From an optimization exercise on the open Yosys and OpenROAD flow, aimed at small area; shortcuts taken in it are not production practice. In this exercise RTL edits were held to simulation tests only and were not proved equivalent to the original.

==> inputs of build 26 <==
## feature_ext_top
module feature_ext_top
#(
    parameter int REPORT_INTERVAL = 10,
    parameter int BASELINE_LEN    = 20       
) (
    input  logic                   clk,
    input  logic                   rst_n,
    input  logic signed [FP_W-1:0] vx,
    input  logic signed [FP_W-1:0] vy,
    input  logic signed [FP_W-1:0] nis_cv,
    input  logic                   imm_valid,
    input  logic signed [FP_W-1:0] rcs_amplitude,
    input  logic signed [FP_W-1:0] snr_db,
    input  logic signed [FP_W-1:0] doppler_spread_hz,
    input  logic signed [FP_W-1:0] micro_doppler_peak_hz,
    input  logic signed [FP_W-1:0] micro_doppler_period,
    input  logic                   rf_valid,
    output logic                   report_valid,
    output logic signed [FP_W-1:0] rpt_spd_avg,
    output logic signed [FP_W-1:0] rpt_spd_peak,
    output logic signed [FP_W-1:0] rpt_nis_avg,
    output logic signed [FP_W-1:0] rpt_nis_peak,
    output logic [MD_W-1:0]        rpt_md_type,
    output logic signed [FP_W-1:0] rpt_md_conf,
    output logic signed [FP_W-1:0] rpt_ecm_score,
    output logic                   rpt_ecm_detected,
    output logic                   ecm_noise_flag,
    output logic                   ecm_deception_flag
);
Settings: LEC_CHECK=0, ABC_AREA=0, CAP_MARGIN=20, CORE_MARGIN=2, CORE_UTILIZATION=60, CTS_BUF_LIST=sky130_fd_sc_hd__clkbuf_8, CTS_CLUSTER_DIAMETER=60, CTS_CLUSTER_SIZE=12, GPL_TIMING_DRIVEN=0, SLEW_MARGIN=20, SYNTH_HIERARCHICAL=1; clock period 25.0 ns.
standard.sh (not shown) runs the stock make flow with config.mk's settings and CLKGATE_MAP_FILE= SYNTH_SCRIPT=/design/flow/synth_recipe.tcl, a recipe that flattens the netlist after the stock synthesis.
==> flow/flow/run.sh <==
#!/bin/bash
# Layout flow: the standard flow (standard.sh, unchanged synthesis and steps),
# with the input/output port buffers made from the plain sky130 buffer
# (buf_1) instead of the delay buffer the resizer picks by default.
set -o pipefail
cp standard.sh standard.sh.txt
export BUFFER_PORTS_ARGS="-buffer_cell sky130_fd_sc_hd__buf_1"
bash standard.sh > standard.log 2>&1
status=$?
tail -40 standard.log
exit $status
==> trial 94 (differences from build 26) <==
CTS_BUF_LIST = sky130_fd_sc_hd__clkbuf_16   (was sky130_fd_sc_hd__clkbuf_8)
CTS_CLUSTER_DIAMETER = 100   (was 60)
CTS_CLUSTER_SIZE = 20   (was 12)
GPL_TIMING_DRIVEN = 1   (was 0)
==> trial 20 (differences from build 26) <==
CTS_BUF_LIST = sky130_fd_sc_hd__clkbuf_16   (was sky130_fd_sc_hd__clkbuf_8)
CTS_CLUSTER_DIAMETER = 100   (was 60)
CTS_CLUSTER_SIZE = 20   (was 12)
==> results.txt <==
commonest cells after routing, fill and taps aside=1,518 x fa_1, 452 x inv_1, 385 x buf_1; Fill cells=7,503; placed cell count=between 6,000 and 7,000; pre-CTS setup slack=-1.920 ns; status=timing/DRC/antenna clean; CTS Buf Count=53; RSZ-0062 raised after global routing=true
# the run above: build 26

==> results.txt <==
status=timing/DRC/antenna clean; placed cell count=just over 6,000; clock buffer count in the final layout=29; Startpoint Class=input pin; Netlist Area Pre-Place=between 50,000 and 60,000 um^2; CTS Buf Count=28; setup slack, reg-to-reg=~2.4 ns; most common cell after layout, fill and taps aside=fa_1; post-route setup slack=0.4358 ns; FFs w/ async S/R, synth=between 60 and 70%; Fill cells=around 7,600; Util after Layout=approximately 67%; post-synthesis mux area share=about 3.9%; pre-CTS setup slack=-0.9870 ns; commonest cells after routing, fill and taps aside=1,567 x fa_1, 454 x inv_1, 399 x buf_1
# the run above: trial 94

==> results.txt <==
post-synthesis mux area share=3.894%; Avg Cell Area, Syn=13.95 um^2; first-pass GRT wire length=roughly 220,000 um; placed cell count=just over 6,000; Clock Network Area Fraction=under 10%; CTS max path bufs=3; Die Width=around 320 um; commonest cells after routing, fill and taps aside=1,506 x fa_1, 452 x inv_1, 385 x buf_1; Crit. End Element=flop; starting density of the core=approximately 60%; status=timing/DRC/antenna clean; CTS Buf Count=27; Fill cells=around 7,500; Top FF cell, synth=dfrtp_1; pre-CTS setup slack=-1.920 ns; Multi-input gate area=between 40,000 and 50,000 um^2
# the run above: trial 20

[re-timing with driven ports]
The flow's constraints put no driver on any port. The routed layouts listed below were extracted and timed again, unchanged, in two steps. Step 1: set_driving_cell puts a clkbuf_16 on clk and a buf_2 on each other input, an assumption about the parent block. Step 2, shift: input delay + t, output delay - t, t = (earliest + latest rising clock arrival at the registers) / 2. This alone moves slack from input paths to output paths. Three values: ideal, step 1, step 2; two values: the first two.
| run | shift t [ns] | slack for setup (ns) | slew at the worst register clock pin (ns) |
|---|---|---|---|
| build 26 | 0.782 | 0.384 / 0.423 / -0.359 | 0.09 / 0.09 |
| trial 94 | 0.655 | 0.436 / 0.479 / -0.176 | 0.09 / 0.09 |
| trial 20 | 0.679 | 0.386 / 0.422 / -0.257 | 0.09 / 0.09 |
With both steps, setup timing fails in every run listed, where it was met with ideal ports. The setup slack of build 26, which loses most, moves by +0.039 ns with the drivers and by -0.743 ns with both steps.
